Source: an optimization exercise on an open RTL-to-GDS flow (aim: small area). Production flows keep margins and buffers that such runs may drop.
In this exercise RTL edits were held to simulation tests only and were not proved equivalent to the original.
Power is estimated from default activity; no workload was simulated.

==> flow/design.v <==
package du_pkg;
    localparam int NB_PC        = 32;
    localparam int NB_REG       = 32;
    localparam int NB_REG_ADDR  = 5;
    localparam int NB_UART_DATA = 8;
    typedef enum logic [7:0] {
        CMD_DUMP = 8'h44
    } du_cmd_e;
    typedef struct packed {
        logic                   en;
        logic [NB_REG_ADDR-1:0] addr;
        logic [NB_REG-1:0]      data;
    } rf_wr_t;
    typedef struct packed {
        logic                    start;
        logic [NB_UART_DATA-1:0] data;
    } tx_req_t;
endpackage
import du_pkg::*;
module uart_rx #(
    parameter int CLKS_PER_BIT = 16
) (
    input  logic clk,
    input  logic i_rst,
    input  logic i_rx,
    output logic o_cmd_valid
);
    logic       active;
    logic [7:0] cnt;
    logic       match;
    logic       sample;
    logic       exp_bit;
    assign sample  = active && (cnt[3:0] == 4'd7);
    localparam logic [NB_UART_DATA-1:0] OPCODE = NB_UART_DATA'(CMD_DUMP);
    assign exp_bit = OPCODE[3'(cnt[7:4] - 4'd1)];
    always_ff @(posedge clk) begin
        if (i_rst) begin
            active      <= 1'b0;
            o_cmd_valid <= 1'b0;
        end else begin
            o_cmd_valid <= 1'b0;
            if (!active) begin
                if (!i_rx) begin
                    active <= 1'b1;
                end
            end else if (sample) begin
                if (cnt[7:4] == 4'd0) begin
                    if (i_rx) begin
                        active <= 1'b0;
                    end
                end else if (cnt[7:4] == 4'd9) begin
                    o_cmd_valid <= i_rx && match;
                    active      <= 1'b0;
                end
            end
        end
    end
    always_ff @(posedge clk) begin
        if (!active) begin
            cnt   <= '0;
            match <= 1'b1;
        end else begin
            cnt <= cnt + 8'd1;
            if (sample && (cnt[7:4] != 4'd0) && (cnt[7:4] != 4'd9) && (i_rx != exp_bit)) begin
                match <= 1'b0;
            end
        end
    end
endmodule
import du_pkg::*;
module du_cmd_decoder (
    input  logic            clk,
    input  logic            i_rst,
    input  logic            i_cmd_valid,
    input  logic            i_busy,
    output logic            o_dump_start
);
    logic dump_hit;
    logic start_guard;
    assign start_guard = o_dump_start;
    assign dump_hit    = i_cmd_valid;
    always_ff @(posedge clk) begin
        if (i_rst) begin
            o_dump_start <= 1'b0;
        end else begin
            o_dump_start <= dump_hit && !i_busy && !start_guard;
        end
    end
endmodule
import du_pkg::*;
module cpu_regfile (
    input  logic                           clk,
    input  logic                           i_rst,
    input  du_pkg::rf_wr_t                 i_wr,
    output logic [du_pkg::NB_REG_ADDR-1:0] o_tap_idx,
    output logic [du_pkg::NB_REG-1:0]      o_tap,
    output logic [du_pkg::NB_REG-1:0]      o_pend_data
);
    localparam int N_POS = 31;
    logic [NB_REG-1:0]      ring [N_POS];
    logic [4:0]             ph;
    logic [4:0]             ph_next;
    logic [5:0]             sum;
    logic [4:0]             tgt;
    logic                   wr_ok;
    logic [N_POS-1:0]       sel_q;
    logic [N_POS-1:0]       sel_n_q;
    logic [NB_REG-1:0]      bus_q;
    always_ff @(posedge clk) begin
        if (i_rst) begin
            ph <= '0;
        end else begin
            ph <= ph_next;
        end
    end
    assign ph_next = (ph == 5'd30) ? 5'd0 : ph + 5'd1;
    assign sum     = {1'b0, i_wr.addr} + {1'b0, ph_next};
    assign tgt   = (sum >= 6'd31) ? 5'(sum + 6'd1) : sum[4:0];
    assign wr_ok = i_wr.en && (i_wr.addr != '0);
    always_ff @(posedge clk) begin
        for (int p = 0; p < N_POS; p++) begin
            sel_q[p]   <= i_rst || (wr_ok && (tgt == 5'(p)));
            sel_n_q[p] <= !(i_rst || (wr_ok && (tgt == 5'(p))));
        end
        bus_q   <= i_rst ? '0 : i_wr.data;
    end
    always_ff @(posedge clk) begin
        ring[0] <= (ring[N_POS-1] | {NB_REG{sel_q[0]}}) & (bus_q | {NB_REG{sel_n_q[0]}});
        for (int p = 1; p < N_POS; p++) begin
            if (p % 2 == 1) begin
                ring[p] <= ~((ring[p-1] | {NB_REG{sel_q[p]}}) & (bus_q | {NB_REG{sel_n_q[p]}}));
            end else begin
                ring[p] <= ~((ring[p-1] | {NB_REG{sel_q[p]}}) & (~bus_q | {NB_REG{sel_n_q[p]}}));
            end
        end
    end
    assign o_tap       = ring[N_POS-1];
    assign o_tap_idx   = ~ph;
    assign o_pend_data = bus_q;
endmodule
import du_pkg::*;
module du_regfile_tx #(
    parameter int NB_PC = du_pkg::NB_PC
) (
    input  logic                           clk,
    input  logic                           i_rst,
    input  logic                           i_start,
    input  logic [NB_PC-1:0]               i_pc,
    input  logic [du_pkg::NB_REG_ADDR-1:0] i_tap_idx,
    input  logic [du_pkg::NB_REG-1:0]      i_tap,
    input  logic [du_pkg::NB_REG-1:0]      i_pend_data,
    input  du_pkg::rf_wr_t                 i_wr,
    input  logic                           i_tx_done,
    output du_pkg::tx_req_t                o_tx_req,
    output logic                           o_busy,
    output logic                           o_done
);
    localparam int NB_COUNTER     = 3;
    localparam int BYTES_PER_WORD = NB_REG / NB_UART_DATA;
    localparam logic [NB_COUNTER-1:0] LAST_COUNT = NB_COUNTER'(BYTES_PER_WORD);
    typedef enum logic [1:0] {
        IDLE,
        SEND_PC,
        READ_REG,
        SEND_REG
    } state_e;
    state_e                 state;
    state_e                 state_next;
    logic [NB_REG-1:0]      data_reg;
    logic [NB_REG_ADDR-1:0] addr_reg;
    logic [NB_REG_ADDR-1:0] addr_next;
    logic [NB_COUNTER-1:0]  count_reg;
    logic [NB_COUNTER-1:0]  count_next;
    logic [NB_REG-1:0]      word;
    always_ff @(posedge clk) begin
        if (i_rst) begin
            state     <= IDLE;
            addr_reg  <= '0;
            count_reg <= '0;
        end else begin
            state     <= state_next;
            addr_reg  <= addr_next;
            count_reg <= count_next;
        end
    end
    logic track;
    logic pend_hit;
    assign track = ((state == SEND_PC || state == SEND_REG) && (count_reg == LAST_COUNT)) ||
                   (state == READ_REG);
    always_ff @(posedge clk) begin
        pend_hit <= i_wr.en && (i_wr.addr == addr_reg);
    end
    always_ff @(posedge clk) begin
        if (track && pend_hit) begin
            data_reg <= i_pend_data;
        end else if (track && (i_tap_idx == addr_reg)) begin
            data_reg <= i_tap;
        end
    end
    assign word = (state == SEND_PC) ? NB_REG'(i_pc) :
                  (addr_reg == 5'd1) ? '0 : data_reg;
    always_comb begin
        state_next = state;
        addr_next  = addr_reg;
        count_next = count_reg;
        o_tx_req   = '0;
        o_done     = 1'b0;
        case (state)
            IDLE: begin
                if (i_start) begin
                    state_next = SEND_PC;
                end
            end
            SEND_PC, SEND_REG: begin
                if (count_reg == LAST_COUNT) begin
                    if (i_tx_done) begin
                        count_next = '0;
                        if (state == SEND_REG && addr_reg == '0) begin
                            state_next = IDLE;
                            o_done     = 1'b1;
                        end else begin
                            state_next = READ_REG;
                        end
                    end
                end else if (count_reg == '0 || i_tx_done) begin
                    o_tx_req.start = 1'b1;
                    o_tx_req.data  = word[count_reg * NB_UART_DATA +: NB_UART_DATA];
                    count_next     = count_reg + 1'b1;
                end
            end
            READ_REG: begin
                addr_next  = addr_reg + 1'b1;
                state_next = SEND_REG;
            end
            default: state_next = IDLE;
        endcase
    end
    assign o_busy = (state != IDLE) && !o_done;
endmodule
import du_pkg::*;
module uart_tx #(
    parameter int CLKS_PER_BIT = 16
) (
    input  logic            clk,
    input  logic            i_rst,
    input  du_pkg::tx_req_t i_req,
    output logic            o_tx,
    output logic            o_tx_done
);
    localparam logic [7:0] DONE_CNT = 8'(10 * CLKS_PER_BIT - 2);
    logic                    active;
    logic [7:0]              cnt;
    logic [NB_UART_DATA-1:0] shift_reg;
    logic                    bit_end;
    assign bit_end = active && (cnt[3:0] == 4'hf);
    always_ff @(posedge clk) begin
        if (i_rst) begin
            active    <= 1'b0;
            o_tx      <= 1'b1;
            o_tx_done <= 1'b0;
        end else begin
            o_tx_done <= 1'b0;
            if (!active) begin
                if (i_req.start) begin
                    o_tx   <= 1'b0;
                    active <= 1'b1;
                end
            end else begin
                if (bit_end) begin
                    o_tx <= shift_reg[0];
                end
                if (cnt == DONE_CNT) begin
                    o_tx_done <= 1'b1;
                    active    <= 1'b0;
                end
            end
        end
    end
    always_ff @(posedge clk) begin
        if (!active) begin
            cnt <= '0;
        end else begin
            cnt <= cnt + 8'd1;
        end
    end
    always_ff @(posedge clk) begin
        if (!active && i_req.start) begin
            shift_reg <= i_req.data;
        end else if (bit_end) begin
            shift_reg <= {1'b1, shift_reg[NB_UART_DATA-1:1]};
        end
    end
endmodule
import du_pkg::*;
module du_dump_top #(
    parameter int CLKS_PER_BIT = 16
) (
    input  logic                     clk,
    input  logic                     i_rst,
    input  logic                     i_rx,
    output logic                     o_tx,
    input  logic [du_pkg::NB_PC-1:0] i_pc,
    input  logic                     i_rf_wr_en,
    input  logic [du_pkg::NB_REG_ADDR-1:0] i_rf_wr_addr,
    input  logic [du_pkg::NB_REG-1:0]      i_rf_wr_data,
    output logic                     o_busy,
    output logic                     o_dump_done
);
    logic                    rx_valid;
    logic                    dump_start;
    logic [NB_REG_ADDR-1:0]  rf_tap_idx;
    logic [NB_REG-1:0]       rf_tap;
    logic [NB_REG-1:0]       rf_pend_data;
    du_pkg::tx_req_t                 tx_req;
    du_pkg::rf_wr_t                  rf_wr;
    logic                    tx_done;
    assign rf_wr = {i_rf_wr_en, i_rf_wr_addr, i_rf_wr_data};
    uart_rx #(
        .CLKS_PER_BIT (CLKS_PER_BIT)
    ) i_uart_rx (
        .clk          (clk),
        .i_rst        (i_rst),
        .i_rx         (i_rx),
        .o_cmd_valid  (rx_valid)
    );
    du_cmd_decoder i_du_cmd_decoder (
        .clk          (clk),
        .i_rst        (i_rst),
        .i_cmd_valid  (rx_valid),
        .i_busy       (o_busy),
        .o_dump_start (dump_start)
    );
    cpu_regfile i_cpu_regfile (
        .clk     (clk),
        .i_rst   (i_rst),
        .i_wr    (rf_wr),
        .o_tap_idx (rf_tap_idx),
        .o_tap     (rf_tap),
        .o_pend_data (rf_pend_data)
    );
    du_regfile_tx #(
        .NB_PC (NB_PC)
    ) i_du_regfile_tx (
        .clk             (clk),
        .i_rst           (i_rst),
        .i_start         (dump_start),
        .i_pc            (i_pc),
        .i_tap_idx       (rf_tap_idx),
        .i_tap           (rf_tap),
        .i_pend_data     (rf_pend_data),
        .i_wr            (rf_wr),
        .i_tx_done       (tx_done),
        .o_tx_req        (tx_req),
        .o_busy          (o_busy),
        .o_done          (o_dump_done)
    );
    uart_tx #(
        .CLKS_PER_BIT (CLKS_PER_BIT)
    ) i_uart_tx (
        .clk       (clk),
        .i_rst     (i_rst),
        .i_req     (tx_req),
        .o_tx      (o_tx),
        .o_tx_done (tx_done)
    );
endmodule
==> flow/run.sh <==
#!/bin/bash
# synth_recipe.tcl (not shown) runs the flow's synth.tcl, then flattens the netlist and writes it again
# the make line also repeats each setting of config.mk as NAME=value (left out here)
make -C /OpenROAD-flow-scripts/flow DESIGN_CONFIG=/design/flow/config.mk WORK_HOME=/design/flow/orfs CLKGATE_MAP_FILE= SYNTH_SCRIPT=/design/flow/synth_recipe.tcl finish
==> flow/config.mk <==
export PLATFORM = sky130hd
export DESIGN_NAME = du_dump_top
export DESIGN_NICKNAME = du_dump_top
export VERILOG_FILES = /design/flow/design.v
export SDC_FILE = /design/flow/constraint.sdc
export NUM_CORES = 4
export LEC_CHECK = 0
export CAP_MARGIN = 20
export CORE_MARGIN = 2
export CORE_UTILIZATION = 60
export CTS_BUF_LIST = sky130_fd_sc_hd__clkbuf_8
export CTS_CLUSTER_DIAMETER = 50
export CTS_CLUSTER_SIZE = 20
export PLACE_DENSITY = 0.7
export SLEW_MARGIN = 20
==> flow/constraint.sdc <==
create_clock -name core_clock -period 6.0 [get_ports {clk}]
set_input_delay 1.2000 -clock core_clock [delete_from_list [all_inputs] [get_ports {clk}]]
set_output_delay 1.2000 -clock core_clock [all_outputs]
set_load 0.01 [all_outputs]
==> results of run 1 <==
## layer usage
layer  global-route usage  share of wire
met5                    0              0
met4               0.0945          0.026
met3               0.0646          0.093
met2                0.448           0.43
met1                0.447           0.45
## worst paths after layout
check / startpoint / endpoint / slack, ns / depth (start not counted)
worst min-delay path: i_cpu_regfile.ring[25][0] / i_cpu_regfile.ring[26][0] / 0.38 / 1
worst max register to register: i_cpu_regfile.ph[0] / i_cpu_regfile.sel_n_q[0] / 1.92 / 15
worst min register to register: i_cpu_regfile.ring[25][0] / i_cpu_regfile.ring[26][0] / 0.38 / 1
worst max-delay path: i_du_regfile_tx.count_reg[0] / o_busy / 1.46 / 8
## cell type report
type,count,area (um^2)
Inverter,46,173
Multi-Input combinational cell,1440,9390
Tap cell,756,946
Sequential cell,1165,23800
Clock inverter,40,424
Clock buffer,83,1140
Antenna cell,2,5.00
Fill cell,4279,19800
Timing Repair Buffer,105,973
## cell usage after synthesis, drive strengths merged (2+ instances only)
cell type / count
dfxtp: 1125
o22ai: 961
clkbuf: 314
nand2: 60
o21ai: 52
a21oi: 47
inv: 46
nor2b: 42
edfxtp: 40
nor2: 35
a21o: 34
o22a: 33
nand3: 22
xnor2: 17
ha: 16
mux4: 16
and2: 15
xor2: 15
nor3: 14
mux2i: 11
buf: 10
a31oi: 8
and3: 7
nand4: 5
or2: 3
a311oi: 2
nand2b: 2
nor3b: 2
nor4: 2
## cell families (layout without fill, tap and decap cells)
kind of cell             after synthesis  in the layout  synth area share
AO/OA/AOI/OAI                       1148           1148             0.210
other                                  0              2                 0
adder cells (fa/ha/maj)               17             17           0.00638
flip-flops                          1165           1165             0.688
XOR/XNOR                              32             32           0.00834
multiplexers                          27             27            0.0144
buffers and inverters                370            274            0.0407
AND/OR/NAND/NOR                      216            216            0.0326
## where the power goes
group	total (mW)	internal (mW)	switching, mW
Clock	4.02	1.53	2.49
Sequential	9.38	8.70	0.674
Combinational	1.19	0.547	0.638
Total	14.6	10.8	3.80
## stage by stage
stage | power (mW) | util | hold slack, ns
finish | 14.6 | 0.651 | 0.385
global route | 15.1 | 0.651 | 0.418
CTS | 14.6 | 0.650 | 0.401
detailed placement | 10.7 | 0.623 | 0.407
global placement | 10.6 | 0.622 | 0.402
floorplan | 10.1 | - | 0.399
==> out/results.txt, run 1 <==
The run finished with no timing, DRC or antenna violations. The congestion estimate from routability-driven global placement came to 0.915. The measured slew at the worst slew-check pin was 1.12 ns. The post-synth design cell area came out at 34500 um^2.

After detailed routing, the number of remaining DRC violations is 0. The die outline height is 244 um. The largest single stage delay on the critical path is 0.85 ns.

The fraction of the cycle the final worst path needs was 0.757; the total count of max-transition violations in the final report was 0. The count of nets left with antenna violations once routing finished came out at 0. Pin placement for this block handled 76 I/O pins. The path class of the lowest-slack min-delay path was register to register. In this run, synthesis inferred 40 flip-flops with an integrated enable. Once layout is done, the placed cells without fillers occupy 36800 um^2. After clock tree synthesis, the repair step resized 0 gates.

The tools report the clock buffer count from CTS as 78. The core region area was 56600 um^2. For the initial antenna violation count, the log shows 2.

The time the worst path needs with I/O delays and setup was 4.54 ns. The part of the Yosys area used for sequential elements is 0.688, and the post-CTS clock slew at the launch and capture registers of the worst setup and hold paths is 0.12 ns. TritonCTS built the clock tree.

The finished layout holds 3637 standard cells, fillers aside. The fraction of synthesis flops using an asynchronous set or reset pin is 0, and the remaining global-route overflow is 0. The tools report the worst max-slew margin expressed relative to the limit as 0.252.

Once detailed placement completed, the half-perimeter wirelength came to 52700 um. The most used flip-flop cell after synthesis is sky130_fd_sc_hd__dfxtp_1. The pin count of the biggest net entering global routing is 98, and the vias per cell is 6.54. Maximum buffer depth of the clock tree: 3. Adding up every negative setup slack in the final design gives 0 ns.

In the post-synthesis netlist, the biggest area contributors are sky130_fd_sc_hd__dfxtp_1 (65%), sky130_fd_sc_hd__o22ai_1 (17%), sky130_fd_sc_hd__edfxtp_1 (3.5%). Timing analysis after detailed placement gives a worst setup slack of 1.26 ns. The clock tree synthesis step divided the H-tree into 3 levels.

The routed design has 92000 um of wire. The category of the most critical setup path is register to output pin. Setup repair after global routing left no endpoint under its margin.

The cell type with the highest aggregate area in the netlist was sky130_fd_sc_hd__dfxtp_1. The arrival time at the worst endpoint is 3.34 ns, and the number of max-capacitance violations reported is 0. The area growth from synthesis to layout works out to 6.77%.

The portion of synthesized cell area occupied by the leading cell type is 0.653. The overall routing resource usage came out at 0.303. The first global-routing pass estimated 140000 um of wire. The fraction of layout instances using a drive strength above 1 was 0.0788; the gate count after technology mapping was 2975. Clock tree synthesis found a total of 1165 sinks. The first detailed-routing pass ran for 8 iterations.

Static timing analysis puts the maximum clock frequency at 0.220 GHz. In this run the worst path has a maximum fanout of 18. In this run the mean area of a mapped cell was 11.6 um^2.

The die is 244 um wide. The tools report the distinct cell type count of the synthesized netlist as 62. The floorplan has 87 rows.

The cell that appears most often on the critical path is sky130_fd_sc_hd__nor2_1. The detailed-route wire length per cell was 25.3 um; the DRC violation total after the first TritonRoute iteration was 2382. In the post-route analysis, the smallest setup slack over all paths is 1.46 ns.

The kind of end point of the critical path was an output pin. Summed over all cells, the static leakage comes to 13.9 nW. The library cell used most frequently in the layout, excluding fill and tap cells, is sky130_fd_sc_hd__dfxtp_1.

After detailed placement, the total cell area comes to 35200 um^2. In this run, synthesis produced a sequential element count of 1165. The total setup buffers inserted after CTS is 0, and the worst-case clock skew is 0.0405 ns. At the end of the flow, the number of nets in the layout was 2926.

On the critical path the largest part of the delay comes from flip-flops. The library cells used most frequently in the layout, excluding fill and tap cells, are sky130_fd_sc_hd__dfxtp_1 (1083), sky130_fd_sc_hd__o22ai_1 (961), sky130_fd_sc_hd__clkbuf_8 (83). Hold repair after CTS inserted 0 buffers.

The register with the most flip-flops in the layout has 992 of them. The floorplan step defined a die boundary enclosing 59400 um^2. The number of buffers added on ports is 75. CTS root buffer: sky130_fd_sc_hd__clkbuf_8. The worst setup path is launched from a register. STA puts the critical path data required time at 4.80 ns.

The run gives 0 as the number of hold-slack violations in the final timing report. The logs give 22600 for the via count of the first global-routing pass and 3065 for the net count after synthesis. In this run the power density over the cells is 396 nW/um^2.

Summing over every cut layer, the via total after detailed routing is 23800. Cell with the largest stage delay on the worst path: sky130_fd_sc_hd__dfxtp_1. The final setup violation count was 0. Number of warnings reported in the yosys synthesis log: 6. Clock latency on the worst-skew pair, taken at its later pin, is 0.72 ns. The count of buffering cells on the critical path with inverters included was 2. The signal on the critical path passes through inv_1, ha_1, and3_1, and2_1, nand2_1, nor2_1, nor2_1, clkdlybuf4s50_1.

The logs give 0.609 for the initial standard-cell utilization of the core and 0.229 mV for the largest voltage drop on the vdd net. The cell count after placement was 3512.
==> run 2: changes to the inputs <==
--- a/flow/config.mk
+++ b/flow/config.mk
@@ -9,3 +9,3 @@
 export CORE_MARGIN = 2
-export CORE_UTILIZATION = 60
+export CORE_UTILIZATION = 75
 export CTS_BUF_LIST = sky130_fd_sc_hd__clkbuf_8
@@ -13,3 +13,3 @@
 export CTS_CLUSTER_SIZE = 20
-export PLACE_DENSITY = 0.7
+export PLACE_DENSITY = 0.85
 export SLEW_MARGIN = 20
==> out/results.txt, run 2 <==
The run gives 2926 as the net count reported at finish. The floorplan step defined a die boundary enclosing 47700 um^2. The register-to-register setup slack was 1.96 ns; the overall routing resource usage was 0.384. Most common cell after layout, fill and taps aside: sky130_fd_sc_hd__dfxtp_1.

Counting both buffers and inverters, the worst setup path holds a total of 2. The portion of synthesized cell area occupied by the leading cell type was 0.653. The layout has 2646 filler cells. The path class of the lowest-slack min-delay path is register to register.

Fraction of layout instances using a drive strength above 1: 0.0727. The worst setup path is launched from a register. The logs give 23600 for the via count of the first global-routing pass and 6 for the number of warnings reported in the yosys synthesis log. For hold timing, the worst endpoint is i_cpu_regfile.ring[22][20].

Among all stages on the critical path, the largest delay is contributed by sky130_fd_sc_hd__dfxtp_1. The repair_antennas step left the layout with diodes totalling 0. The DRC violation total after the first TritonRoute iteration is 3329, and the post-synth design cell area is 34500 um^2. The part of the Yosys area used for sequential elements was 0.688. The biggest area contributor in the post-synthesis netlist is sky130_fd_sc_hd__dfxtp_1. The hold path depth works out to 1.

Counting every net in the synthesized netlist gives 3065. The die outline height is 218 um, and the hold-fix buffer count after cts is 0. Post-route non-filler standard cell count: 3463. The run finished with no timing, DRC or antenna violations.

The gate count after technology mapping was 2975. Wires add up to 92600 um. The routability congestion estimate is 0.910, and the number of enable-type register cells in the synthesized netlist is 40. The startpoint identified for the worst hold timing path is i_cpu_regfile.ring[21][20]. Worst max-slew margin expressed relative to the limit: 0.251. Leaving out fill and tap cells, the most frequent cells in the layout are sky130_fd_sc_hd__dfxtp_1 (1085), sky130_fd_sc_hd__o22ai_1 (961), sky130_fd_sc_hd__clkbuf_8 (78).

Summed over all failing endpoints, the final setup total negative slack is 0 ns. The run gives 0 as the number of hold-slack violations in the final timing report. The cell sitting at the root of the clock tree is a sky130_fd_sc_hd__clkbuf_8.

In this run the tool buffered the top-level ports with 75 buffer cells. Among cell families on the critical path, the largest total delay comes from flip-flops. Cell type with the highest occurrence count on the critical path: sky130_fd_sc_hd__nor2_1. The final routed DRC violation total was 0; the cell count after placement was 3361. The final route contains 24700 vias. The initial standard-cell utilization of the core came out at 0.760.

The power per cell area is 391 nW/um^2, and the vias per cell is 7.12. The initial antenna violation count was 0; the clock buffer count from CTS was 73. The H-tree generated during clock tree synthesis spans 3 levels.

Traced cell by cell, the critical path runs through inv_1, ha_1, and3_1, and2_1, nand2_1, nor2_1, nor2_1, clkdlybuf4s50_1. Detailed placement ended at an HPWL of 53200 um. After clock tree synthesis, the clock-pin slew on the worst setup and hold paths is 0.11 ns.

Clock skew on the completed layout was measured at 0.0545 ns. The category of the most critical setup path was register to output pin. Counting instances in the post-synthesis netlist gives the leading cell types as sky130_fd_sc_hd__dfxtp_1 (1125), sky130_fd_sc_hd__o22ai_1 (961), sky130_fd_sc_hd__clkbuf_1 (314). The tools report the arrival time at the worst endpoint as 3.28 ns. Setup repair after global routing left no endpoint under its margin. The number of setup buffers added after CTS is 0. For this design the static power due to leakage is 13.8 nW.

Max-cap violations in this run came to 0. The endpoint identified for the worst register-to-register timing path is i_cpu_regfile.sel_n_q[18]. Setup violations remaining at the end of the flow were counted as 0. Final hold analysis gives a worst-case slack of 0.399 ns.

The run gives 45400 um^2 as the core region area. For the global-route wire length before repair, the log shows 140000 um. Total of cells resized after clock tree synthesis: 0. The worst setup path is captured at an output pin. Maximum cell stage delay along the critical path: 0.84 ns.

The distinct cell type count of the synthesized netlist was 62. By area the synthesized netlist is led by sky130_fd_sc_hd__dfxtp_1 (65%), sky130_fd_sc_hd__o22ai_1 (17%), sky130_fd_sc_hd__edfxtp_1 (3.5%). TritonCTS built the clock tree. The fraction of the cycle the final worst path needs is 0.746.

The run gives 76 as the total I/O pin count. The primary flip-flop cell chosen by synthesis mapping was sky130_fd_sc_hd__dfxtp_1. Counting every sink on the clock net gives 1165. The maximum buffer depth of the clock tree is 3. The final antenna-violating net count was 0. The count of state elements after synthesis came out at 1165. Critical register-to-register path startpoint: i_cpu_regfile.ph[0]. The remaining global-route overflow is 0.

Measured in cells, the most critical reg-to-reg path has a length of 13. The first detailed-routing pass took 6 iterations. Fraction of synthesis flops using an asynchronous set or reset pin: 0.

A synthesized cell averages 11.6 um^2. The die outline width is 218 um. For the total count of max-transition violations in the final report, the log shows 0.

By instance count, the leading cell after synthesis is sky130_fd_sc_hd__dfxtp_1. The clock reaches the later pin of the worst-skew pair after 0.71 ns. The measured slew at the worst slew-check pin is 1.12 ns, and the number of flip-flops in the largest register is 992. The detailed-route wire length per cell was 26.7 um. Relative to the synthesized area, the layout overhead comes to 5.45%. The pin count of the biggest net entering global routing was 93; the critical-path maximum fanout was 18. VDD sags by at most 0.309 mV. The run gives 4.80 ns as the required time at the endpoint of the critical path. The smallest clock period supported by the final layout is computed as 4.48 ns. After floorplanning, the core was divided into 78 placement rows.

Derived from the worst setup path, the maximum achievable clock frequency is 0.223 GHz.
==> run 2: cell count changes in the layout (fill, tap and decap cells not counted), sizes merged <==
cell      delta
clkinv       -8
inv          -6
buf          +5
clkbuf       -5
bufinv       -3
diode        -2
clkinvlp     +1
==> run 2: how the worst max path moves through the flow <==
stage	startpoint	endpoint	slack (ns)	cells past startpoint
6_report	i_du_regfile_tx.count_reg[0]	o_busy	1.52	8
5_1_grt	i_du_regfile_tx.count_reg[0]	o_busy	1.39	8
2_1_floorplan	i_rf_wr_addr[0]	i_cpu_regfile.sel_n_q[18]	2.31	12
3_5_place_dp	i_rf_wr_addr[0]	i_cpu_regfile.sel_n_q[4]	1.33	11
3_3_place_gp	i_rf_wr_addr[0]	i_cpu_regfile.sel_n_q[0]	1.46	11
4_1_cts	i_du_regfile_tx.count_reg[0]	o_busy	1.49	8
==> run 2: kinds of logic after synthesis <==
group	synth area share
adders and majority gates	0.00638
muxes	0.0144
xor gates and xnor gates	0.00834
AOI/OAI and AO/OA	0.210
buffers and inverters	0.0407
DFF	0.688
and+or+nand+nor	0.0326
==> run 2: cell type report <==
cell class	count	area, um^2	share of cell area
tap	600	751	0.0206
inverter	46	173	0.00475
sequential	1165	23800	0.654
timing repair buffer	110	1010	0.0278
clock buffer	78	1070	0.0295
multi-input combinational	1440	9380	0.258
clock inverter	24	205	0.00564
==> run 2: through the flow <==
step / utilization / power (mW) / setup slack, ns / cell area, um^2
after floorplan: - / 10.1 / 2.31 / 34500
after global placement: 0.773 / 10.6 / 1.46 / 35100
after detailed placement: 0.773 / 10.7 / 1.33 / 35100
after CTS: 0.801 / 14.1 / 1.49 / 36400
after global routing: 0.801 / 14.6 / 1.39 / 36400
final: 0.801 / 14.2 / 1.52 / 36400
==> run 2: where the power goes <==
group	total (mW)	switching [mW]	leakage (nW)	internal, mW
registers	9.37	0.666	9.80	8.70
logic	1.23	0.684	3.34	0.551
clock network	3.62	2.34	0.676	1.28
total	14.2	3.69	13.8	10.5
==> run 2: per-layer routing <==
metal / routed length (um) / up-vias / global-route usage / part of all wire
met1: 37000 / 11800 / 0.544 / 0.40
met4: 4020 / 0 / 0.153 / 0.043
met3: 11400 / 332 / 0.0824 / 0.12
met2: 40200 / 1843 / 0.580 / 0.43
met5: 0 / - / 0.00417 / 0
li1: - / 10700 / - / -
==> run 3: changes to the inputs <==
--- a/flow/config.mk
+++ b/flow/config.mk
@@ -9,7 +9,7 @@
 export CORE_MARGIN = 2
-export CORE_UTILIZATION = 75
-export CTS_BUF_LIST = sky130_fd_sc_hd__clkbuf_8
-export CTS_CLUSTER_DIAMETER = 50
-export CTS_CLUSTER_SIZE = 20
-export PLACE_DENSITY = 0.85
+export CORE_UTILIZATION = 60
+export CTS_BUF_LIST = sky130_fd_sc_hd__clkbuf_16
+export CTS_CLUSTER_DIAMETER = 60
+export CTS_CLUSTER_SIZE = 30
+export PLACE_DENSITY = 0.7
 export SLEW_MARGIN = 20
==> out/results.txt, run 3 <==
Post-CTS repair changed the size of 0 cells. The cell sitting at the root of the clock tree is a sky130_fd_sc_hd__clkbuf_16. In this run, the number of DRC markers left after iteration 0 of detailed routing was 2563.

The total setup buffers inserted after CTS was 0; the time the worst path needs with I/O delays and setup was 4.50 ns. Fraction of layout instances using a drive strength above 1: 0.0666. The kind of end point of the critical path is an output pin. For the pin count of the biggest net entering global routing, the log shows 98. Buffers inserted during clock tree synthesis total 52. The floorplan step set the die width to 244 um. Critical register-to-register path startpoint: i_cpu_regfile.ph[0]. The path class of the lowest-slack min-delay path is register to register.

Registers take 23800 um^2. Power per cell area: 405 nW/um^2. The utilization after layout was 0.654; the net count reported at finish was 2900. The repair_antennas step left the layout with diodes totalling 0. The initial antenna violation count was 2. For the remaining global-route overflow, the log shows 0. Setup repair after global routing left no endpoint under its margin. The routed layout has 23600 vias. The final routed DRC violation total came out at 0. The later-pin clock latency in the skew report is 0.66 ns, and the worst max-slew margin expressed relative to the limit is 0.225. The flow ran to the end and the layout has no timing, DRC or antenna violations. The library cells used most frequently in the layout, excluding fill and tap cells, are sky130_fd_sc_hd__dfxtp_1 (1083), sky130_fd_sc_hd__o22ai_1 (961), sky130_fd_sc_hd__clkdlybuf4s50_1 (74). Detailed-route wire length per cell: 25.6 um. By instance count, the cell type seen most on the critical path is sky130_fd_sc_hd__nor2_1. The worst-case hold slack came out at 0.408 ns.

The tools report the core region area as 56600 um^2. The via count of the first global-routing pass is 22400, and the measured slew at the worst slew-check pin is 1.16 ns. Clock tree synthesis found a total of 1165 sinks. The slowest stage of the critical path belongs to the cell sky130_fd_sc_hd__dfxtp_1. The run gives 0.079 as the combinational fraction of design power. The clock group share of total power is 0.295, and the final antenna-violating net count is 0. The logs give 2 for the level count of the clock H-tree and 0.302 for the overall routing resource usage.

Category of the most critical setup path: register to output pin. The cell type with the highest aggregate area in the netlist is sky130_fd_sc_hd__dfxtp_1. The part of the Yosys area used for sequential elements was 0.688; the fraction of the cycle the final worst path needs was 0.750. The run gives 0.609 as the initial standard-cell utilization of the core. Data arrives at the worst endpoint at 3.30 ns. For this design the top-level I/O count stands at 76. TritonCTS built the clock tree. STA classifies the critical path startpoint as a register. Counting instances in the post-synthesis netlist gives the leading cell types as sky130_fd_sc_hd__dfxtp_1 (1125), sky130_fd_sc_hd__o22ai_1 (961), sky130_fd_sc_hd__clkbuf_1 (314). Primary flip-flop cell chosen by synthesis mapping: sky130_fd_sc_hd__dfxtp_1.

Synthesized area per cell: 11.6 um^2. Across the run, the number of max-cap violations was 0. The tools report the number of placement rows as 87.

The hold-fix buffer count after cts was 0. The total count of max-transition violations in the final report is 0, and the post-layout worst setup margin is 1.50 ns. Synthesis inferred 1165 register bits.

The tools report the worst-case clock skew as 0.0327 ns. The post-synth design cell area is 34500 um^2. The portion of synthesized cell area occupied by the leading cell type is 0.653. The fraction of synthesis flops using an asynchronous set or reset pin is 0. Launch point of the worst hold path: i_cpu_regfile.ring[24][27]. Overall power consumption after layout is estimated at 15.0 mW. The filler cells instantiated in the layout total 4265. The area growth from synthesis to layout was 7.33%. The first global-routing pass estimated 139000 um of wire. After detailed routing, the number of vias per cell comes to 6.56.

The maximum buffer depth of the clock tree came out at 3. Yosys attributes the largest share of cell area to sky130_fd_sc_hd__dfxtp_1 (65%), sky130_fd_sc_hd__o22ai_1 (17%), sky130_fd_sc_hd__edfxtp_1 (3.5%). The die outline height was 244 um; the static power due to leakage was 14.0 nW. Clock-pin slew was measured on the worst setup and hold paths at 0.11 ns. The synthesized design contains 40 enable-type register cells.

The netlist uses 62 different library cells. The logs give 0 for the number of hold-slack violations in the final timing report and 1.26 ns for the setup slack at placement. The final layout contains routed wiring with a total length of 91900 um.

Leaving out fill and tap cells, the most frequent cell in the layout is sky130_fd_sc_hd__dfxtp_1. The gate count after technology mapping is 2975. By instance count, the leading cell after synthesis is sky130_fd_sc_hd__dfxtp_1. After legalization and detailed placement, the total HPWL measured 52700 um. The number of flip-flops in the largest register came out at 992. IR analysis of the VDD net gives a maximum drop of 0.312 mV. After detailed placement, the design holds a cell count of 3512. The highest clock rate was 0.222 GHz.

For the post-route non-filler standard cell count, the log shows 3595. The internal portion of the total power is 11.2 mW. Setup violations remaining at the end of the flow were counted as 0. The critical path goes through inv_1, ha_1, and3_1, and2_1, nand2_1, nor2_1, nor2_1, clkdlybuf4s50_1. After routing the design area is 37000 um^2. The congestion estimate from routability-driven global placement came to 0.915. The run gives 3065 as the net count after synthesis. Yosys printed 6 warnings. In this run the worst setup path begins at i_du_regfile_tx.count_reg[0]. The pre-antenna-repair detailed-routing pass consisted of 5 iterations. Summing all multi-input logic gate instances after layout gives 9390 um^2. In this run the tool buffered the top-level ports with 75 buffer cells. STA puts the critical path data required time at 4.80 ns.

In this design, the stage delay of the slowest critical-path cell is 0.83 ns. The critical-path maximum fanout works out to 18. Summed over all failing endpoints, the final setup total negative slack is 0 ns. The analysis attributes to net switching a power of 3.82 mW. Summing all placed instances gives a cell area of 35200 um^2.

The tools report the area of the die as 59400 um^2. The share of total power consumed by net switching is 0.255. The part of the power in registers was 0.626.
run 3: metal layers:
metal,global-route usage,share of wire,vias up
met5,0,0.00021,-
met4,0.0895,0.024,2
met3,0.0575,0.094,163
met2,0.452,0.44,1203
met1,0.447,0.45,11500
li1,-,-,10700
run 3: worst paths after layout:
path                           endpoint  slack (ns)  cells past startpoint
max                              o_busy        1.50                      8
min          i_cpu_regfile.ring[25][27]        0.41                      1
max reg2reg    i_cpu_regfile.sel_n_q[0]        1.89                     15
min reg2reg  i_cpu_regfile.ring[25][27]        0.41                      1
run 3: kinds of logic (layout without fill, tap and decap cells):
kind of cell / after synthesis / in the layout / synth area share
xor+xnor: 32 / 32 / 0.00834
buf+inv: 370 / 234 / 0.0407
flops: 1165 / 1165 / 0.688
compound gates: 1148 / 1148 / 0.210
mux: 27 / 27 / 0.0144
fa+ha+maj: 17 / 17 / 0.00638
simple gates: 216 / 216 / 0.0326
run 3: layout make-up:
class	instances	share of cell area
well taps	756	0.0256
multi-input cells	1440	0.254
inverters	46	0.00466
clock buffers	53	0.0358
repair buffers	105	0.0263
flip-flops and latches	1165	0.642
clock inverters	30	0.0119
run 3: worst max-delay path, delay by kind of cell, from the launching register on:
| kind | cells | cell delay [ns] |
|---|---|---|
| fa+ha+maj | 1 | 0.31 |
| buf+inv | 2 | 0.74 |
| simple gates | 5 | 0.75 |
| flops | 1 | 0.83 |
run 3: power by group through the flow:
stage	Sequential (mW)	Combinational, mW	Clock [mW]
after floorplan	9.07	1.04	0
after global placement	9.50	1.11	0
after detailed placement	9.51	1.15	0
after CTS	9.35	1.16	4.44
after global routing	9.45	1.29	4.71
final	9.38	1.19	4.42
==> run 4: changes to the inputs <==
==> flow/flow/run.sh (new file) <==
#!/bin/bash
# The standard layout, with the port buffers made of the smallest buffer
# cell instead of the one buffer_ports picks by itself. Each step's full
# output is in orfs/logs/ as usual; what standard.sh prints goes to
# standard.log here.
set -euo pipefail
export BUFFER_PORTS_ARGS="-buffer_cell sky130_fd_sc_hd__buf_1"
bash standard.sh finish > standard.log 2>&1
==> flow/standard.sh (new file) <==
#!/bin/bash
# synth_recipe.tcl (not shown) runs the flow's synth.tcl, then flattens the netlist and writes it again
# the make line also repeats each setting of config.mk as NAME=value (left out here)
make -C /OpenROAD-flow-scripts/flow DESIGN_CONFIG=/design/flow/config.mk WORK_HOME=/design/flow/orfs CLKGATE_MAP_FILE= SYNTH_SCRIPT=/design/flow/synth_recipe.tcl "${@:-finish}"
removed: flow/run.sh
==> out/results.txt, run 4 <==
The flow ran to the end and the layout has no timing, DRC or antenna violations. The share of total power consumed by net switching was 0.257; the level count of the clock H-tree was 2. Setup TNS after final layout: 0 ns. For the global-route wire length before repair, the log shows 138000 um. During placement, the flow inserted port buffers numbering 75.

The post-CTS clock slew at the launch and capture registers of the worst setup and hold paths is 0.10 ns, and the static power due to leakage is 13.8 nW. In the layout the commonest cells are sky130_fd_sc_hd__dfxtp_1 (1091), sky130_fd_sc_hd__o22ai_1 (960), sky130_fd_sc_hd__buf_1 (74). The floorplan has 87 rows.

The maximum cell stage delay along the critical path works out to 0.77 ns. The number of hold-slack violations in the final timing report is 0, and the parity-gate share of the synthesized area counting xor and xnor cells is 0.00834. Fraction of layout instances using a drive strength above 1: 0.0677. The most frequently used cell type in the post-synthesis netlist is sky130_fd_sc_hd__dfxtp_1. The total I/O pin count is 76, and the net count after synthesis is 3065. Net count reported at finish: 2907. The total count of max-transition violations in the final report was 0; the final antenna-violating net count was 0.

Once routing completed, OpenROAD measured the worst setup slack at 1.82 ns. After synthesis, the netlist uses 62 different library cells. The fraction of the cycle the final worst path needs works out to 0.697. The run gives 11.1 mW as the internal power contribution. The via count of the first global-routing pass was 22400. STA puts the critical path data required time at 6.48 ns. For the worst-skew pair, the clock arrives at the later sink with an insertion delay of 0.65 ns.

By area, the combinational part of the netlist is dominated by compound AO/OA/AOI/OAI gates. The average instance in the mapped netlist occupies 11.6 um^2. Dividing total power by cell area gives a power density of 407 nW/um^2. Relative to the synthesized area, the layout overhead comes to 6.03%. The biggest area contributor in the post-synthesis netlist is sky130_fd_sc_hd__dfxtp_1.

The tool flagged a number of max-cap violations equal to 0. The synthesized design contains 40 enable-type register cells. The proportion of synthesized area in mux cells was 0.0144; the die outline height was 244 um. After detailed routing, the number of remaining DRC violations is 0.

Setup repair after global routing left no endpoint under its margin. Combinational fraction of design power: 0.081. The logs give 0.688 for the part of the Yosys area used for sequential elements and 0 for the final setup violation count. The tree is rooted in a sky130_fd_sc_hd__clkbuf_16. The vias per cell came out at 6.55. The arrival time at the worst endpoint came out at 4.66 ns. In the post-synthesis netlist, the biggest area contributors are sky130_fd_sc_hd__dfxtp_1 (65%), sky130_fd_sc_hd__o22ai_1 (17%), sky130_fd_sc_hd__edfxtp_1 (3.5%).

The tools report the core region area as 56600 um^2. The initial antenna violation count is 2, and the simple-gate share of the synthesized area is 0.0326. The worst max-slew margin expressed relative to the limit is 0.273.

The compound-gate portion of the synthesized area was 0.210. For this run, the top clock speed supported by timing is 0.239 GHz. TritonCTS created 52 clock buffers.

The count of state elements after synthesis was 1165. The time the worst path needs with I/O delays and setup came out at 4.18 ns. Most common cell after layout, fill and taps aside: sky130_fd_sc_hd__dfxtp_1.

The critical-path maximum fanout was 8. Among all flip-flop cells after synthesis, the most frequent one is sky130_fd_sc_hd__dfxtp_1. The synthesized netlist occupies a cell area of 34500 um^2.

Die outline width: 244 um. The sum of routed wire length over all layers was 91000 um; the DRC violation total after the first TritonRoute iteration was 2458. At the pin with the least slew margin, the transition time is 1.08 ns.

The tools report the remaining global-route overflow as 0. Overall routing resource usage: 0.299. After synthesis, the most frequently instantiated cells are sky130_fd_sc_hd__dfxtp_1 (1125), sky130_fd_sc_hd__o22ai_1 (961), sky130_fd_sc_hd__clkbuf_1 (314). The die covers 59400 um^2. The tools report the setup slack at placement as 1.63 ns. TritonCTS built the clock tree. The worst-case IR drop observed on VDD is 0.319 mV. The hold-fix buffer count after cts was 0; the detailed-route wire length per cell was 25.2 um. The tools report the total of cells resized after clock tree synthesis as 0.

The run gives 3 as the maximum buffer depth of the clock tree. The slowest stage of the critical path is the sky130_fd_sc_hd__a311oi_2 cell. Half-perimeter wire length of the detailed placement result: 53200 um. The clock net in this run drives a total of 1165 sinks. The signal on the critical path passes through inv_1, ha_1, and4_1, nor2_1, ha_1, inv_1, fa_1, inv_1, ha_1, nand2_1, nor3_4, nor2_1, nand3_1, a311oi_2, a21oi_1. The initial standard-cell utilization of the core was 0.609. The total non-filler cell area in the finished layout came out at 36600 um^2. The category of the most critical setup path was register to register.

The part of the power in registers was 0.627; the total power draw was 14.9 mW. The path class of the tightest hold or removal check is register to register. Entering global routing, the biggest net connects 116 pins.

The register with the most flip-flops in the layout has 992 of them. The adder and majority gate portion of the synthesized area is 0.00638, and the portion of synthesized cell area occupied by the leading cell type is 0.653. The placed cell area is 34800 um^2, and the via total after detailed routing is 23600.

The switching component of the power was 3.82 mW; the worst-case clock skew was 0.0283 ns. STA classifies the critical path endpoint as a register. For this run, the number of Yosys warnings is 6. The logs give 0.292 for the clock group share of total power and 0 for the total setup buffers inserted after CTS. For the antenna diode count, the log shows 0.

The first detailed-routing pass ran for 6 iterations. The logs give 0.921 for the routability congestion estimate and 2975 for the gate count after technology mapping. The fraction of synthesis flops using an asynchronous set or reset pin came out at 0. STA classifies the critical path startpoint as a register.
run 4: logic make-up (layout without fill, tap and decap cells):
group	Yosys count	after routing
buffers and inverters	370	246
flip-flops	1165	1165
AND/OR/NAND/NOR	216	216
adder cells (fa/ha/maj)	17	17
multiplexers	27	27
XOR/XNOR	32	32
AO/OA/AOI/OAI	1148	1148
run 4: final timing paths:
path	startpoint	endpoint	slack [ns]	cells after the start
setup / recovery	i_cpu_regfile.ph[0]	i_cpu_regfile.sel_n_q[0]	1.82	15
hold / removal	i_cpu_regfile.ring[14][28]	i_cpu_regfile.ring[15][28]	0.41	1
setup reg to reg	i_cpu_regfile.ph[0]	i_cpu_regfile.sel_n_q[0]	1.82	15
hold reg to reg	i_cpu_regfile.ring[14][28]	i_cpu_regfile.ring[15][28]	0.41	1
run 4: area by class of cell:
| cell class | count | area [um^2] |
|---|---|---|
| clock inverter | 35 | 409 |
| clock buffer | 53 | 1330 |
| sequential | 1165 | 23800 |
| multi-input combinational | 1440 | 9380 |
| inverter | 46 | 173 |
| fill | 4351 | 20000 |
| timing repair buffer | 112 | 567 |
| tap | 756 | 946 |
run 4: worst max-delay path: cells and delay by family, from the launching register on:
family / cells / cell delay [ns]
compound gates: 2 / 0.93
fa+ha+maj: 4 / 1.32
buf+inv: 3 / 0.25
flops: 1 / 0.44
simple gates: 6 / 1.09
run 4: power by group through the flow:
stage	Clock (mW)	Sequential (mW)	Combinational, mW
3_5_place_dp	0	9.46	1.16
6_report	4.35	9.33	1.20
3_3_place_gp	0	9.46	1.12
5_1_grt	4.67	9.41	1.30
4_1_cts	4.39	9.31	1.17
2_1_floorplan	0	9.07	1.04
run 4: layer usage:
| layer | GRT usage | wire length [um] | share of wire | vias up |
|---|---|---|---|---|
| met5 | 0 | 0 | 0 | - |
| met3 | 0.0546 | 8280 | 0.091 | 151 |
| met2 | 0.445 | 39600 | 0.44 | 1181 |
| met1 | 0.449 | 41000 | 0.45 | 11600 |
| li1 | - | - | - | 10700 |
| met4 | 0.0825 | 2150 | 0.024 | 0 |
run 4: per-stage QoR:
step | hold slack, ns | std cells | utilization
6_report | 0.408 | 3607 | 0.646
5_1_grt | 0.416 | 3607 | 0.646
4_1_cts | 0.415 | 3607 | 0.646
3_5_place_dp | 0.406 | 3519 | 0.615
3_3_place_gp | 0.400 | 3519 | 0.615
2_1_floorplan | 0.399 | 2975 | -
==> run 5: changes to the inputs <==
--- a/flow/config.mk
+++ b/flow/config.mk
@@ -9,7 +9,7 @@
 export CORE_MARGIN = 2
-export CORE_UTILIZATION = 60
+export CORE_UTILIZATION = 75
 export CTS_BUF_LIST = sky130_fd_sc_hd__clkbuf_16
-export CTS_CLUSTER_DIAMETER = 60
+export CTS_CLUSTER_DIAMETER = 50
 export CTS_CLUSTER_SIZE = 30
-export PLACE_DENSITY = 0.7
+export PLACE_DENSITY = 0.85
 export SLEW_MARGIN = 20
==> out/results.txt, run 5 <==
The total power draw is 15.5 mW. The cell count after placement is 3364, and the total non-filler cell area in the finished layout is 36800 um^2. The die is 218 um tall.

In the layout the commonest cells are sky130_fd_sc_hd__dfxtp_1 (1087), sky130_fd_sc_hd__o22ai_1 (960), sky130_fd_sc_hd__buf_1 (74). The congestion estimate from routability-driven global placement came to 0.938. For this block, the routed nets add up to 96300 um of wire. The run gives 0.688 as the part of the Yosys area used for sequential elements.

The number of placement rows was 78. The gate count after technology mapping is 2975. The post-route non-filler standard cell count is 3468, and the initial standard-cell utilization of the core is 0.760.

The H-tree was split into 2 levels. The tools report the total setup buffers inserted after CTS as 0. The number of antenna diodes in the final layout is 0. The first global-routing pass estimated 146000 um of wire.

Measured along the x axis, the die boundary spans 218 um. The timing startpoint of the critical path is i_du_regfile_tx.count_reg[0]. The tools report the initial antenna violation count as 1. The signal on the critical path passes through inv_1, ha_1, and3_1, and2_1, nand2_1, nor2_1, nor2_1, buf_1. Counting flops with a built-in enable in the synthesized netlist gives 40.

The primary flip-flop cell chosen by synthesis mapping is sky130_fd_sc_hd__dfxtp_1. In this run the standard cell core region covers 45400 um^2. Gate family responsible for the most delay along the worst path: flip-flops. TritonCTS built the clock tree. The run gives 0.399 as the overall routing resource usage.

The run gives 0 ns as the setup TNS after final layout. The worst setup path is launched from a register. Setup repair after global routing left no endpoint under its margin.

The worst-case clock skew came out at 0.0353 ns. The category of the most critical setup path was register to output pin. The via count of the first global-routing pass is 24700. Max-cap violations in this run came to 0. Clock-pin slew was measured on the worst setup and hold paths at 0.10 ns. Worst max-slew margin expressed relative to the limit: 0.275. The detailed router finished its first iteration with 3467 violations. The first detailed-routing pass ran for 6 iterations.

Of all cell types, the one taking the most synthesized area is sky130_fd_sc_hd__dfxtp_1. The register with the most flip-flops in the layout has 992 of them. Fraction of the cycle the final worst path needs: 0.694.

In this run, post-CTS hold repair placed 0 buffers. The cell type with the highest occurrence count on the critical path was sky130_fd_sc_hd__nor2_1. The count of state elements after synthesis works out to 1165. The maximum cell stage delay along the critical path was 0.85 ns. After layout, the worst setup slack is 1.84 ns. Dividing the detail-routed via count by the number of cells gives 7.27.

The worst setup path is captured at an output pin. The remaining global-route overflow came out at 0. The clock net in this run drives a total of 1165 sinks. For the number of hold-slack violations in the final timing report, the log shows 0. In this run the cell area of the synthesized design comes to 34500 um^2.

Setup violations remaining at the end of the flow were counted as 0. The launch point of the worst hold path was i_cpu_regfile.ring[15][10]. For this design the static power due to leakage is 14.0 nW. The critical-path maximum fanout came out at 18.

The fraction of layout instances using a drive strength above 1 was 0.0753. The tools report the largest voltage drop on the vdd net as 0.382 mV. Counting the buffers created by CTS gives 58. The pin count of the biggest net entering global routing was 66; the synthesized area per cell was 11.6 um^2. The utilization after layout came out at 0.810. For the pin with the worst max-slew slack, the measured transition is 1.09 ns. The worst-case hold slack is 0.408 ns, and the setup slack at placement is 1.67 ns. Power per cell area: 420 nW/um^2.

Sorting the synthesized cells by how often they occur yields sky130_fd_sc_hd__dfxtp_1 (1125), sky130_fd_sc_hd__o22ai_1 (961), sky130_fd_sc_hd__clkbuf_1 (314). Yosys printed 6 warnings. The total count of max-transition violations in the final report was 0. Port buffering added 75 buffers. On the critical path, the stage with the largest delay is an instance of sky130_fd_sc_hd__dfxtp_1.

The later pin in the worst-skew pair is clocked with a latency of 0.67 ns. The critical path contains buffers and inverters numbering 2 combined. Ranked by total cell area, the synthesized netlist is headed by sky130_fd_sc_hd__dfxtp_1 (65%), sky130_fd_sc_hd__o22ai_1 (17%), sky130_fd_sc_hd__edfxtp_1 (3.5%). 76 I/O pins were placed. Detailed placement finished with a half-perimeter wire length of 53300 um. The die covers 47700 um^2. The placed cell area is 34600 um^2. The tightest min-delay check is of the register to register type.

The fraction of synthesis flops using an asynchronous set or reset pin is 0, and the time the worst path needs with I/O delays and setup is 4.16 ns. After detailed routing, the average wire length per cell comes to 27.8 um. For this run, the top clock speed supported by timing is 0.240 GHz. The flow ran to the end and the layout has no timing, DRC or antenna violations. The library cell used most frequently in the layout, excluding fill and tap cells, is sky130_fd_sc_hd__dfxtp_1. The net count after synthesis was 3065. For the total of cells resized after clock tree synthesis, the log shows 0. CTS placed an instance of sky130_fd_sc_hd__clkbuf_16 at the clock tree root. The portion of synthesized cell area occupied by the leading cell type is 0.653. At the worst endpoint, the required time is 4.80 ns. The arrival time at the worst endpoint was 2.96 ns. The critical register-to-register path startpoint is i_cpu_regfile.ph[0]. The number of different library cells used by synthesis comes to 62. The run gives 2914 as the net count reported at finish. Area growth from synthesis to layout: 6.59%. For this block, the via count after detailed routing is 25200. sky130_fd_sc_hd__dfxtp_1 is the most common cell in the netlist.

The logs give 3 for the maximum buffer depth of the clock tree and 0 for the final antenna-violating net count. For this run, design rule violations remaining after detail routing come to 0.
## run 5: cell families (layout without fill, tap and decap cells)
kind of cell               count (synthesis)  after routing  share of synthesized area
buffers and inverters                    370            263                     0.0407
adders and majority gates                 17             17                    0.00638
muxes                                     27             27                     0.0144
DFF                                     1165           1165                      0.688
and+or+nand+nor                          216            216                     0.0326
AOI/OAI and AO/OA                       1148           1148                      0.210
xor gates and xnor gates                  32             32                    0.00834
## run 5: worst paths after layout
path	end	depth (start not counted)	slack, ns
setup / recovery	o_busy	8	1.84
hold / removal	i_cpu_regfile.ring[16][10]	1	0.41
setup reg to reg	i_cpu_regfile.sel_n_q[4]	14	1.89
hold reg to reg	i_cpu_regfile.ring[16][10]	1	0.41
## run 5: worst reg2reg max path: cells and delay by family, from the launching register on
family / cells / cell delay, ns
AOI/OAI and AO/OA: 3 / 0.97
adders and majority gates: 4 / 1.30
buffers and inverters: 3 / 0.30
DFF: 1 / 0.45
and+or+nand+nor: 4 / 0.96
## run 5: power by group
| part | total (mW) | internal, mW | switching, mW |
|---|---|---|---|
| Clock | 4.85 | 2.09 | 2.76 |
| Sequential | 9.38 | 8.70 | 0.673 |
| Combinational | 1.23 | 0.522 | 0.712 |
| Total | 15.5 | 11.3 | 4.14 |
## run 5: final cells by class
cell class | count | area (um^2)
clock buffer | 62 | 1550
clock inverter | 42 | 554
fill | 2452 | 8620
inverter | 46 | 173
multi-input combinational | 1440 | 9390
sequential | 1165 | 23800
tap | 600 | 751
timing repair buffer | 113 | 571
## run 5: layer usage
layer | vias to the layer above | share of wire | track usage | wire (um)
met5 | - | 0 | 0 | 0
met4 | 0 | 0.043 | 0.181 | 4170
met3 | 359 | 0.13 | 0.0981 | 12500
met2 | 2023 | 0.44 | 0.598 | 42500
met1 | 12100 | 0.39 | 0.552 | 37200
li1 | 10700 | - | - | -
==> run 6: changes to the inputs <==
--- a/flow/config.mk
+++ b/flow/config.mk
@@ -10,5 +10,5 @@
 export CORE_UTILIZATION = 75
-export CTS_BUF_LIST = sky130_fd_sc_hd__clkbuf_16
+export CTS_BUF_LIST = sky130_fd_sc_hd__clkbuf_8
 export CTS_CLUSTER_DIAMETER = 50
-export CTS_CLUSTER_SIZE = 30
+export CTS_CLUSTER_SIZE = 20
 export PLACE_DENSITY = 0.85
==> out/results.txt, run 6 <==
The flow ran to the end and the layout has no timing, DRC or antenna violations. Combinational fraction of design power: 0.086. Post-CTS repair changed the size of 0 cells.

The global-route wire length before repair is 141000 um. The synthesized area per cell works out to 11.6 um^2. The count of buffering cells on the critical path with inverters included works out to 2.

The tools report the endpoint with the worst hold slack as i_cpu_regfile.ring[24][1]. Number of hold-slack violations in the final timing report: 0. By instance count, the cell type seen most on the critical path is sky130_fd_sc_hd__nor2_1.

CTS placed an instance of sky130_fd_sc_hd__clkbuf_8 at the clock tree root. The run gives 0 as the final routed DRC violation total. The worst setup path is captured at an output pin.

The power per cell area works out to 396 nW/um^2. The cell depth of the worst flop-to-flop path came out at 14. Entering global routing, the biggest net connects 66 pins.

The half-perimeter wire length of the detailed placement result is 53300 um, and the final setup violation count is 0. The time the worst path needs with I/O delays and setup was 4.13 ns; the via total after detailed routing was 25000. The die outline height was 218 um.

The tools report the number of filler instances in the final layout as 2612. The top cell types in the final layout, fill and taps aside, are sky130_fd_sc_hd__dfxtp_1 (1087), sky130_fd_sc_hd__o22ai_1 (960), sky130_fd_sc_hd__clkbuf_8 (78). The number of flip-flops in the largest register is 992. The part of the Yosys area used for sequential elements is 0.688. The share of total power consumed by net switching was 0.259. The via count of the first global-routing pass came out at 23900. In the post-synthesis netlist, the cell with the most instances is sky130_fd_sc_hd__dfxtp_1. For this block, the routed nets add up to 92700 um of wire.

In this run, post-CTS hold repair placed 0 buffers. The post-CTS clock slew at the launch and capture registers of the worst setup and hold paths is 0.12 ns, and the area growth from synthesis to layout is 4.19%. The static power due to leakage was 13.6 nW. The tools report the clock net sink count as 1165. The path class of the tightest hold or removal check is register to register.

In this run the standard cell core region covers 45400 um^2. For the clock group share of total power, the log shows 0.256. For the worst setup path, the data required time is 4.80 ns.

TritonCTS built the clock tree. In this run the critical register-to-register path is launched from i_cpu_regfile.ph[0]. The worst max-slew margin expressed relative to the limit was 0.312. The floorplan has 78 rows.

At the pin with the least slew margin, the transition time is 1.03 ns. The cell with the largest stage delay on the worst path is sky130_fd_sc_hd__dfxtp_1. In the final timing run, aggregate negative setup slack is 0 ns. Worst-case clock skew: 0.0606 ns.

The number of setup buffers added after CTS is 0. Measured along the x axis, the die boundary spans 218 um. Counting flops and latches in the post-synthesis netlist gives 1165.

The final antenna-violating net count is 0, and the maximum cell stage delay along the critical path is 0.84 ns. Overall power consumption after layout is estimated at 14.2 mW. Across the VDD grid, the largest voltage drop is 0.341 mV. After the first detailed-routing iteration, the DRC count stood at 3558. 76 I/O pins were placed. The critical-path maximum fanout came out at 18.

The die covers 47700 um^2. The logs give 0.385 for the overall routing resource usage and 2928 for the net count reported at finish. The startpoint class of the critical path was a register. For the register-to-register setup slack, the log shows 1.89 ns.

The primary flip-flop cell chosen by synthesis mapping was sky130_fd_sc_hd__dfxtp_1. The hold path depth was 1; the fraction of synthesis flops using an asynchronous set or reset pin was 0. The internal power contribution came out at 10.5 mW.

Once layout is complete, the cells apart from fillers number 3464. Endpoint of the most critical register-to-register path: i_cpu_regfile.sel_n_q[4]. The fraction of the cycle the final worst path needs works out to 0.689.

Summing all multi-input logic gate instances after layout gives 9390 um^2. After detailed routing, the average wire length per cell comes to 26.8 um. Yosys attributes the largest share of cell area to sky130_fd_sc_hd__dfxtp_1 (65%), sky130_fd_sc_hd__o22ai_1 (17%), sky130_fd_sc_hd__edfxtp_1 (3.5%).

The initial standard-cell utilization of the core is 0.760, and the net count after synthesis is 3065. At the end of routability-driven placement, the weighted congestion stood at 0.938. The number of buffers added on ports works out to 75.

Initial antenna violation count: 1. The register area came out at 23800 um^2. The post-synth design cell area came out at 34500 um^2. The fraction of layout instances using a drive strength above 1 works out to 0.0737. In this run the power spent charging and discharging nets is 3.69 mW. The utilization after layout was 0.792. The gate count after technology mapping is 2975, and the number of detailed-routing iterations run before antenna repair is 8. Cell type with the highest aggregate area in the netlist: sky130_fd_sc_hd__dfxtp_1. The cell count after placement came out at 3364.

The logs give 0 for the total count of max-transition violations in the final report and 0.658 for the part of the power in registers. For the distinct cell type count of the synthesized netlist, the log shows 62. Ranked by instance count, the synthesized netlist is headed by sky130_fd_sc_hd__dfxtp_1 (1125), sky130_fd_sc_hd__o22ai_1 (961), sky130_fd_sc_hd__clkbuf_1 (314).

The critical path is of the register to output pin type. Setup repair after global routing left no endpoint under its margin. During synthesis, Yosys emitted a total of 6 warnings. Gate family responsible for the most delay along the worst path: flip-flops. The highest clock rate came out at 0.242 GHz. Leaving out fill and tap cells, the most frequent cell in the layout is sky130_fd_sc_hd__dfxtp_1. The arrival time at the worst endpoint is 2.93 ns, and the vias per cell is 7.21. The number of enable-type register cells in the synthesized netlist was 40; the clock buffer count from CTS was 72. The maximum buffer depth of the clock tree was 3. The critical path goes through inv_1, ha_1, and3_1, and2_1, nand2_1, nor2_1, nor2_1, buf_1. The portion of synthesized cell area occupied by the leading cell type was 0.653. For the worst-skew pair, the clock arrives at the later sink with an insertion delay of 0.72 ns.

The launch point of the worst hold path was i_cpu_regfile.ring[23][1]. Across the run, the number of max-cap violations was 0. After global routing the overflow that remains totals 0. The level count of the clock H-tree was 3.
[run 6: how the worst max path moves through the flow]
stage,start,to,slack (ns),cells after the start
after detailed placement,i_rf_wr_addr[0],i_cpu_regfile.sel_n_q[4],1.67,11
after global placement,i_rf_wr_addr[0],i_cpu_regfile.sel_n_q[8],1.64,11
final,i_du_regfile_tx.count_reg[0],o_busy,1.87,8
after global routing,i_cpu_regfile.ph[0],i_cpu_regfile.sel_n_q[4],1.63,14
after floorplan,i_rf_wr_addr[0],i_cpu_regfile.sel_n_q[18],2.31,12
after CTS,i_du_regfile_tx.count_reg[0],o_busy,1.84,8
[run 6: layout make-up]
| cell class | instances | area share |
|---|---|---|
| Multi-Input combinational cell | 1440 | 0.261 |
| Sequential cell | 1165 | 0.661 |
| Clock buffer | 78 | 0.0299 |
| Antenna cell | 1 | 0.0000696 |
| Inverter | 46 | 0.00481 |
| Timing Repair Buffer | 113 | 0.0159 |
| Tap cell | 600 | 0.0209 |
| Clock inverter | 21 | 0.00557 |
[run 6: cell families after synthesis]
logic type | Yosys count | share of synthesized area
xor gates and xnor gates | 32 | 0.00834
AOI/OAI and AO/OA | 1148 | 0.210
DFF | 1165 | 0.688
and+or+nand+nor | 216 | 0.0326
adders and majority gates | 17 | 0.00638
buffers and inverters | 370 | 0.0407
muxes | 27 | 0.0144
[run 6: metal layers]
| metal | vias up | global-route usage | wire (um) |
|---|---|---|---|
| met1 | 11900 | 0.537 | 36400 |
| met3 | 334 | 0.0877 | 11800 |
| met4 | 2 | 0.161 | 3640 |
| met5 | - | 0 | 7 |
| met2 | 1966 | 0.582 | 40800 |
| li1 | 10700 | - | - |
[run 6: power by group through the flow]
| stage | Sequential [mW] | Combinational, mW | Clock [mW] |
|---|---|---|---|
| 2_1_floorplan | 9.07 | 1.04 | 0 |
| 3_3_place_gp | 9.45 | 1.11 | 0 |
| 3_5_place_dp | 9.48 | 1.17 | 0 |
| 4_1_cts | 9.32 | 1.18 | 3.63 |
| 5_1_grt | 9.41 | 1.31 | 3.91 |
| 6_report | 9.36 | 1.22 | 3.64 |
[run 6: metrics by stage]
| stage | area, um^2 | worst slack [ns] | hold WS, ns |
|---|---|---|---|
| finish | 35900 | 1.87 | 0.390 |
| global route | 35900 | 1.63 | 0.413 |
| CTS | 35900 | 1.84 | 0.408 |
| detailed placement | 34600 | 1.67 | 0.405 |
| global placement | 34600 | 1.64 | 0.404 |
| floorplan | 34500 | 2.31 | 0.399 |
==> run 7: changes to the inputs <==
--- a/flow/config.mk
+++ b/flow/config.mk
@@ -9,7 +9,7 @@
 export CORE_MARGIN = 2
-export CORE_UTILIZATION = 75
+export CORE_UTILIZATION = 80
 export CTS_BUF_LIST = sky130_fd_sc_hd__clkbuf_8
-export CTS_CLUSTER_DIAMETER = 50
-export CTS_CLUSTER_SIZE = 20
-export PLACE_DENSITY = 0.85
+export CTS_CLUSTER_DIAMETER = 45
+export CTS_CLUSTER_SIZE = 18
+export PLACE_DENSITY = 0.9
 export SLEW_MARGIN = 20
==> out/results.txt, run 7 <==
Setup repair after global routing left no endpoint under its margin. Port buffering added 75 buffers. The run gives 3065 as the net count after synthesis. At the end of routability-driven placement, the weighted congestion stood at 0.924. The logs give 146000 um for the global-route wire length before repair and 53300 um for the half-perimeter wire length of the detailed placement result. In the routed layout, each cell is associated on average with a via count of 7.52.

The run gives 4.71 ns as the arrival time at the worst endpoint. The area growth from synthesis to layout was 4.89%. For the final database, setup skew stands at 0.0478 ns. The initial antenna violation count is 3, and the fraction of synthesis flops using an asynchronous set or reset pin is 0. The worst setup path is of the register to register kind.

After synthesis, the netlist uses 62 different library cells. Measured along the x axis, the die boundary spans 212 um. Setup violations remaining at the end of the flow were counted as 0. Fraction of the cycle the final worst path needs: 0.695. The most frequently used cell type in the post-synthesis netlist was sky130_fd_sc_hd__dfxtp_1.

The number of clock buffers added by TritonCTS is 86. Count of buffering cells on the critical path with inverters included: 3. Leaving out fill and tap cells, the most frequent cell in the layout is sky130_fd_sc_hd__dfxtp_1. The synthesized area per cell works out to 11.6 um^2.

The largest individual stage delay along the critical path comes from the cell sky130_fd_sc_hd__fa_1. The tools report the area taken by multi-input logic gates as 9390 um^2. The net count of the finished layout is 2932. The tools report the launch point of the worst hold path as i_cpu_regfile.ring[0][0].

CTS built an H-tree with a depth of 3. In this run the critical register-to-register path is captured at i_cpu_regfile.sel_n_q[30]. The highest clock rate came out at 0.240 GHz. The required time at the endpoint of the critical path was 6.54 ns; the share of total power consumed by net switching was 0.270.

The maximum buffer depth of the clock tree was 3. The portion of synthesized cell area occupied by the leading cell type is 0.653. Summed over all instances, the cell type with the most area after synthesis is sky130_fd_sc_hd__dfxtp_1. Dividing the detail-routed wire length by the instance count gives 28.3 um. The tree built by TritonCTS fans out to 1165 sinks. The tool flagged a number of max-cap violations equal to 0.

The hold-fix buffer count after cts came out at 0. The hold path depth is 1, and the overall routing resource usage is 0.428. Along the worst path, the maximum fanout reaches 8.

The filler cells instantiated in the layout total 2051. By count the netlist is led by sky130_fd_sc_hd__dfxtp_1 (1125), sky130_fd_sc_hd__o22ai_1 (961), sky130_fd_sc_hd__clkbuf_1 (314). The number of enable-type register cells in the synthesized netlist came out at 40. The post-CTS clock slew at the launch and capture registers of the worst setup and hold paths works out to 0.11 ns.

The core region area was 42800 um^2. Summed over all cells, the static leakage comes to 13.8 nW. The number of hold-slack violations in the final timing report was 0; the maximum cell stage delay along the critical path was 0.56 ns. The number of flip-flops in the largest register works out to 992. The worst hold path terminates at i_cpu_regfile.ring[1][0].

Cell internal power was estimated by the tool at 10.8 mW. Area of the die: 44800 um^2. The fraction of layout instances using a drive strength above 1 came out at 0.0837.

The tools report the final antenna-violating net count as 0. The register-to-register setup slack was 1.83 ns; the total count of max-transition violations in the final report was 0. Across the VDD grid, the largest voltage drop is 0.255 mV. The setup TNS after final layout came out at 0 ns.

The kind of end point of the critical path was a register. Part of the Yosys area used for sequential elements: 0.688. In this run, synthesis produced a sequential element count of 1165.

The signal on the critical path passes through inv_1, ha_1, and4_1, nor2_1, ha_1, inv_1, fa_1, inv_1, ha_1, nand2_1, nor3_4, xnor2_1, nand4_1, a21oi_2, a21oi_1. STA classifies the critical path startpoint as a register. The run gives 0.641 as the part of the power in registers.

The detailed router finished its first iteration with 4355 violations. The number of detailed-routing iterations run before antenna repair is 7, and the measured slew at the worst slew-check pin is 1.14 ns. The run finished with no timing, DRC or antenna violations. The primary flip-flop cell chosen by synthesis mapping is sky130_fd_sc_hd__dfxtp_1.

Entering global routing, the biggest net connects 67 pins.
==> run 7: cell types whose count changed in the layout (fill, tap and decap cells not counted), sizes merged <==
cell,change
clkbuf,+14
inv,+14
buf,-10
clkinv,+9
clkinvlp,+4
bufinv,-1
==> run 7: power by group through the flow <==
stage	sequential (mW)	clock [mW]	combinational (mW)
after global routing	9.48	4.35	1.27
after global placement	9.49	0	1.05
after detailed placement	9.53	0	1.12
final	9.44	4.10	1.20
after CTS	9.39	4.05	1.15
after floorplan	9.07	0	1.04
==> run 7: final cells by class <==
cell class                      count  share of cell area
Antenna cell                        1           0.0000692
Clock buffer                       92              0.0350
Clock inverter                     47              0.0102
Inverter                           46             0.00477
Multi-Input combinational cell   1440               0.259
Sequential cell                  1165               0.657
Tap cell                          546              0.0189
Timing Repair Buffer              103              0.0142
==> run 7: worst max-delay path by stage <==
stage                                 startpoint                   endpoint  slack, ns  depth (start not counted)
floorplan                        i_rf_wr_addr[0]  i_cpu_regfile.sel_n_q[18]       2.31                         12
global placement                 i_rf_wr_addr[0]   i_cpu_regfile.sel_n_q[8]       1.67                         11
detailed placement               i_rf_wr_addr[0]  i_cpu_regfile.sel_n_q[18]       1.67                         12
CTS                 i_du_regfile_tx.count_reg[0]                     o_busy       1.90                          8
global route                 i_cpu_regfile.ph[0]  i_cpu_regfile.sel_n_q[30]       1.60                         15
finish                       i_cpu_regfile.ph[0]  i_cpu_regfile.sel_n_q[30]       1.83                         15
==> run 7: per-layer routing <==
| metal | track usage | part of all wire |
|---|---|---|
| met2 | 0.638 | 0.43 |
| met3 | 0.121 | 0.14 |
| met1 | 0.570 | 0.36 |
| met5 | 0 | 0.00037 |
| met4 | 0.235 | 0.059 |
==> run 7: kinds of logic (layout without fill, tap and decap cells) <==
group / Yosys count / in the layout / synth area share
other cells: 0 / 1 / 0
mux: 27 / 27 / 0.0144
simple gates: 216 / 216 / 0.0326
compound gates: 1148 / 1148 / 0.210
xor+xnor: 32 / 32 / 0.00834
flops: 1165 / 1165 / 0.688
buf+inv: 370 / 288 / 0.0407
fa+ha+maj: 17 / 17 / 0.00638
==> run 7: metrics by stage <==
step	cell area, um^2	setup WS, ns	util	hold WS [ns]	power [mW]
after floorplan	34500	2.31	-	0.399	10.1
after global placement	34500	1.67	0.806	0.403	10.5
after detailed placement	34500	1.67	0.807	0.407	10.7
after CTS	36200	1.90	0.845	0.394	14.6
after global routing	36200	1.60	0.845	0.412	15.1
final	36200	1.83	0.845	0.398	14.7
